This design comes from an exercise in tuning for small area and a short achievable clock period on the open sky130 flow, not from production work. Where RTL was checked, it was by simulation tests only, not by an equivalence proof against the original. Power figures rest on the tool's default switching activity, not on a simulated workload.

Design invaders_top, start of the top module:
module invaders_top #(
    parameter int ALIEN_COLS = 6,
    parameter int ALIEN_ROWS = 3
) (
    input  wire logic        clk,
    input  wire logic        reset,
    input  wire logic        frame_tick,
    input  wire logic        fire,
    input  wire logic        left,
    input  wire logic        right,
    input  wire logic        wb_cyc,
    input  wire logic        wb_stb,
    input  wire logic        wb_we,
    input  wire logic [2:0]  wb_adr,
    input  wire logic [31:0] wb_dat_w,
    output logic [31:0]      wb_dat_r,
    output logic             wb_ack
);
For scale: ~1,400 cells after synthesis, ~150 flip-flops, ~77 I/O pins.
==> flow/config.mk <==
export PLATFORM = sky130hd
export DESIGN_NAME = invaders_top
export DESIGN_NICKNAME = invaders_top
export VERILOG_FILES = /design/flow/design.v
export SDC_FILE = /design/flow/constraint.sdc
export NUM_CORES = 4
export LEC_CHECK = 0
export ABC_AREA = 1
export CAP_MARGIN = 20
export CORE_MARGIN = 2
export CORE_UTILIZATION = 40
export CTS_BUF_LIST = sky130_fd_sc_hd__clkbuf_4 sky130_fd_sc_hd__clkbuf_8
export SETUP_SLACK_MARGIN = 3.6
export SLEW_MARGIN = 20
==> flow/constraint.sdc <==
create_clock -name core_clock -period 6.0 [get_ports {clk}]
set_input_delay 1.2000 -clock core_clock [delete_from_list [all_inputs] [get_ports {clk}]]
set_output_delay 1.2000 -clock core_clock [all_outputs]
set_load 0.01 [all_outputs]
standard.sh (not shown) runs the stock make flow with config.mk's settings and CLKGATE_MAP_FILE= SYNTH_SCRIPT=/design/flow/synth_recipe.tcl, a recipe that flattens the netlist after the stock synthesis.
==> flow/flow/run.sh <==
#!/bin/bash
# The standard layout (the standard.sh), with buf_4 cells as the port
# buffers instead of the delay cells buffer_ports picks by default.
set -euo pipefail
export BUFFER_PORTS_ARGS="-buffer_cell sky130_fd_sc_hd__buf_4"
bash standard.sh > standard.log 2>&1
Edit:
--- a/flow/design.v
+++ b/flow/design.v
@@ -115,15 +115,14 @@
     logic [1:0]  lives;
     logic [2:0]  kq, hq;         
     logic [1:0]  kr, hr;         
     logic        dir_right;
     logic [2:0]  count;
     logic [8:0]  fx;             
     logic [4:0]  fn;             
-    logic [5:0]  at_edge;        
     logic [17:0] alive;
     logic [9:0]  ship_x;
     logic [5:0]  explode;
     logic        ra;             
     logic [9:0]  drx;            
     logic [5:0]  ra_;            
     logic [3:0]  rb;             
@@ -133,23 +132,24 @@
     logic [4:0]  lb;             
     logic [15:0] lfsr;
     logic [2:0]  scol;
     logic [1:0]  srow;
     logic req, step;
     assign req  = wb_cyc && wb_stb && !wb_ack;
     assign step = frame_tick && run && !game_over && !game_win;
-    logic [7:0]  score;
+    logic [7:0]  score, high_score;
     logic [17:0] read_data;
-    assign score = score_of(wb_adr[0] ? hq : kq, wb_adr[0] ? hr : kr);
+    assign score      = score_of(kq, kr);
+    assign high_score = score_of(hq, hr);
     always_comb begin
         case (wb_adr)
             3'd0:    read_data = {17'b0, run};
             3'd1:    read_data = {14'b0, game_over, game_win, lives};
-            3'd2,
-            3'd3:    read_data = {10'b0, score};
+            3'd2:    read_data = {10'b0, score};
+            3'd3:    read_data = {10'b0, high_score};
             3'd4:    read_data = {8'b0, ship_x};
             3'd5:    read_data = alive;
             default: read_data = '0;
         endcase
     end
     always_ff @(posedge clk) dat <= read_data;
     assign wb_dat_r = {14'b0, dat};
@@ -171,38 +171,40 @@
     logic [2:0] row_live;
     always_comb begin
         for (int c = 0; c < 6; c++)
             col_live[c] = alive[c] | alive[6+c] | alive[12+c];
         for (int r = 0; r < 3; r++)
             row_live[r] = |alive[r*6 +: 6];
     end
-    logic hit_edge;
-    assign hit_edge = |(col_live & at_edge);
+    logic hit_right, hit_left, hit_edge;
+    always_comb begin
+        hit_right = 1'b0;
+        hit_left  = 1'b0;
+        for (int c = 0; c < 6; c++) begin
+            if (col_live[c] && fx == 9'(312 - 30*c)) hit_right = 1'b1;
+            if (col_live[c] && fx == 9'(512 - 30*c)) hit_left  = 1'b1;
+        end
+    end
+    assign hit_edge = dir_right ? hit_right : hit_left;
     logic bottom_reached;
     assign bottom_reached = (row_live[2] && fn >= 5'd12)
                          || (row_live[1] && fn >= 5'd14)
                          || (row_live[0] && fn >= 5'd17);
     logic move;
     assign move = MOVE_T[{kq, count}];
     logic fmove, fdrop;
     assign fmove = move && !hit_edge;            
     assign fdrop = move && hit_edge;             
     logic [8:0] fx_inc, fx_dec, fx_n;
     logic       dir_n;
-    logic [5:0] edge_move, edge_drop, at_edge_n;
     assign fx_inc = 9'(incdec(10'(fx), 1'b0));
     assign fx_dec = 9'(incdec(10'(fx), 1'b1));
     always_comb begin
         fx_n  = fmove ? (dir_right ? fx_inc : fx_dec) : fx;
         dir_n = dir_right ^ fdrop;
-        for (int c = 0; c < 6; c++) begin
-            edge_move[c] = dir_right ? (fx == 9'(312 - 30*c - 1)) : (fx == 9'(512 - 30*c + 1));
-            edge_drop[c] = dir_right ? (fx == 9'(512 - 30*c))     : (fx == 9'(312 - 30*c));
-        end
-        at_edge_n = !move ? at_edge : (hit_edge ? edge_drop : edge_move);
     end
     logic [5:0]  col_hit;
     logic [2:0]  row_hit;
     logic [17:0] hit_vec;
     logic        kill;
     always_comb begin
         for (int c = 0; c < 6; c++)
@@ -334,29 +336,26 @@
         end
     end
     always_ff @(posedge clk or posedge reset) begin
         if (reset) begin
             fx        <= 9'd25;
             fn        <= '0;
             dir_right <= 1'b1;
-            at_edge   <= '0;
             count     <= '0;
             alive     <= '1;
         end else if (restart) begin
             fx        <= 9'd25;
             fn        <= '0;
             dir_right <= 1'b1;
-            at_edge   <= '0;
             count     <= '0;
             alive     <= '1;
         end else if (step) begin
             if (ra) alive <= alive & ~hit_vec;
             fx        <= fx_n;
             dir_right <= dir_n;
-            at_edge   <= at_edge_n;
             if (fdrop) fn <= fn + 5'd1;
             count     <= move ? 3'd0 : count + 3'd1;
         end
     end
     logic ship_r, ship_l;
     assign ship_r = right && !ge_c(ship_x, 10'd623);
     assign ship_l = !right && left && ge_c(ship_x, 10'd2);
The changed run produced a clean layout.
Non-clock buffer count decreases by 1.
Final cell count is higher by 1.7%.
Via count grows by 1.8%.
Worst setup slack is better by 28 ps.
Hold slack is about the same.
Synthesized area decreases by 2.5%.
Power decreases by 48%.
Die area came out lower by 2.4%.
Routed wire length went up by 2.5%.
Function not checked in the second run of this note: the RTL went through the layout flow alone.

========
Another version of the RTL of invaders_top (not shown whole).
Size: ~1500 cells after synthesis.
clock: 6.0 ns
lec_check: 0
abc_area: 1
cap_margin: 20
core_margin: 2
core_utilization: 40
cts_buf_list: sky130_fd_sc_hd__clkbuf_4 sky130_fd_sc_hd__clkbuf_8
setup_slack_margin: 3.6
slew_margin: 20
Scripts as last shown in full above: flow/flow/run.sh
Then changed:
--- a/flow/design.v
+++ b/flow/design.v
@@ -227,16 +227,16 @@
             if ((a[i] ^ b[i]) != ((i == 0) ? 1'b0 : (a[i-1] | b[i-1]))) r_top = 1'b0;
     end
     logic [9:0] rs, drx_n;
     always_comb begin
         rs = ra ? drx : add(ship_x, ~{fx, 1'b0}, 1'b1);
         drx_n[0] = rs[0];
         for (int i = 1; i < 10; i++)
-            drx_n[i] = rs[i] ^ ((step && fmove && !dir_right && &(rs[9:1] | ~((9'd1 << (i-1)) - 9'd1)))
-                             || (step && fmove &&  dir_right && ~|(rs[9:1] & ((9'd1 << (i-1)) - 9'd1))));
+            drx_n[i] = rs[i] ^ ((fmove && !dir_right && &(rs[9:1] | ~((9'd1 << (i-1)) - 9'd1)))
+                             || (fmove &&  dir_right && ~|(rs[9:1] & ((9'd1 << (i-1)) - 9'd1))));
     end
     logic [5:0] ra_s, ra_n;
     logic [3:0] rb_n;
     always_comb begin
         if (ra) begin
             rb_n = (rb == 4'd0) ? 4'd9 : rb - 4'd1;
             ra_s = (rb == 4'd0) ? ra_ - 6'd1 : ra_;
@@ -383,16 +383,16 @@
             if (kill) ra <= 1'b0;
             else if (ra) begin
                 if (r_top) ra <= 1'b0;
             end else if (fire && explode == EXP_DONE) ra <= 1'b1;
         end
     end
     always_ff @(posedge clk) begin
-        drx <= drx_n;
         if (step) begin
+            drx <= drx_n;
             ra_ <= ra_n;
             rb  <= rb_n;
         end
     end
     always_ff @(posedge clk or posedge reset) begin
         if (reset) begin
             la   <= 1'b0;
@@ -414,22 +414,24 @@
                 end else begin
                     scol <= scol + 3'd1;
                 end
             end
         end
     end
     always_ff @(posedge clk) begin
-        if (!la) begin
-            lo  <= shoot_lo;
-            la_ <= shoot_a;
-            lb  <= shoot_b;
-        end else if (step) begin
-            if (lb == 5'd19) begin
-                lb  <= '0;
-                la_ <= la_ + 5'd1;
+        if (step) begin
+            if (la) begin
+                if (lb == 5'd19) begin
+                    lb  <= '0;
+                    la_ <= la_ + 5'd1;
+                end else begin
+                    lb  <= lb + 5'd1;
+                end
             end else begin
-                lb  <= lb + 5'd1;
+                lo  <= shoot_lo;
+                la_ <= shoot_a;
+                lb  <= shoot_b;
             end
         end
     end
 endmodule
 `default_nettype wire
The changed run completed with no timing, DRC or antenna violations.
Clock skew is lower by 4.3 ps.
Wire length stays flat.
Global-route usage came out higher by 0.16 points.
Cell area came out higher by 0.38%.
Register-to-register slack gains 20 ps.
Total power is lower by 39%.
Worst hold slack is about the same.
First-iteration DRC count climbs by 9.2%.

what the ideal ports hide:
The flow's constraints put no driver on any port. The routed layouts listed below were extracted and timed again, unchanged, in two steps.
Step 1, drivers: a clkbuf_16 drives clk and a buf_2 each remaining input, both assumed.
Step 2 adds t to the input delays and takes it off the output delays; t is the mean of the earliest and latest rising clock arrival at the registers after step 1. Input paths then give back, and output paths get back, about the clock's delay inside the block.
Three values: ideal, step 1, step 2; two values: the first two.
run	t (ns)	setup slack, ns	hold WS [ns]	worst setup path after step 2
the first run of note 1	0.521	3.604 / 3.579 / 3.058	0.438 / 0.438 / 0.438	input to register
the second run of note 1	0.524	3.632 / 3.632 / 3.179	0.438 / 0.438 / 0.438	input to register
the first run of note 2	0.510	3.613 / 3.613 / 3.238	0.442 / 0.442 / 0.442	input to register
the second run of note 2	0.510	3.632 / 3.632 / 3.134	0.443 / 0.443 / 0.443	input to register
After both steps every run listed still meets setup and hold. The setup slack of the first run of note 1, which loses most, moves by -0.025 ns with the drivers and by -0.546 ns with both steps.
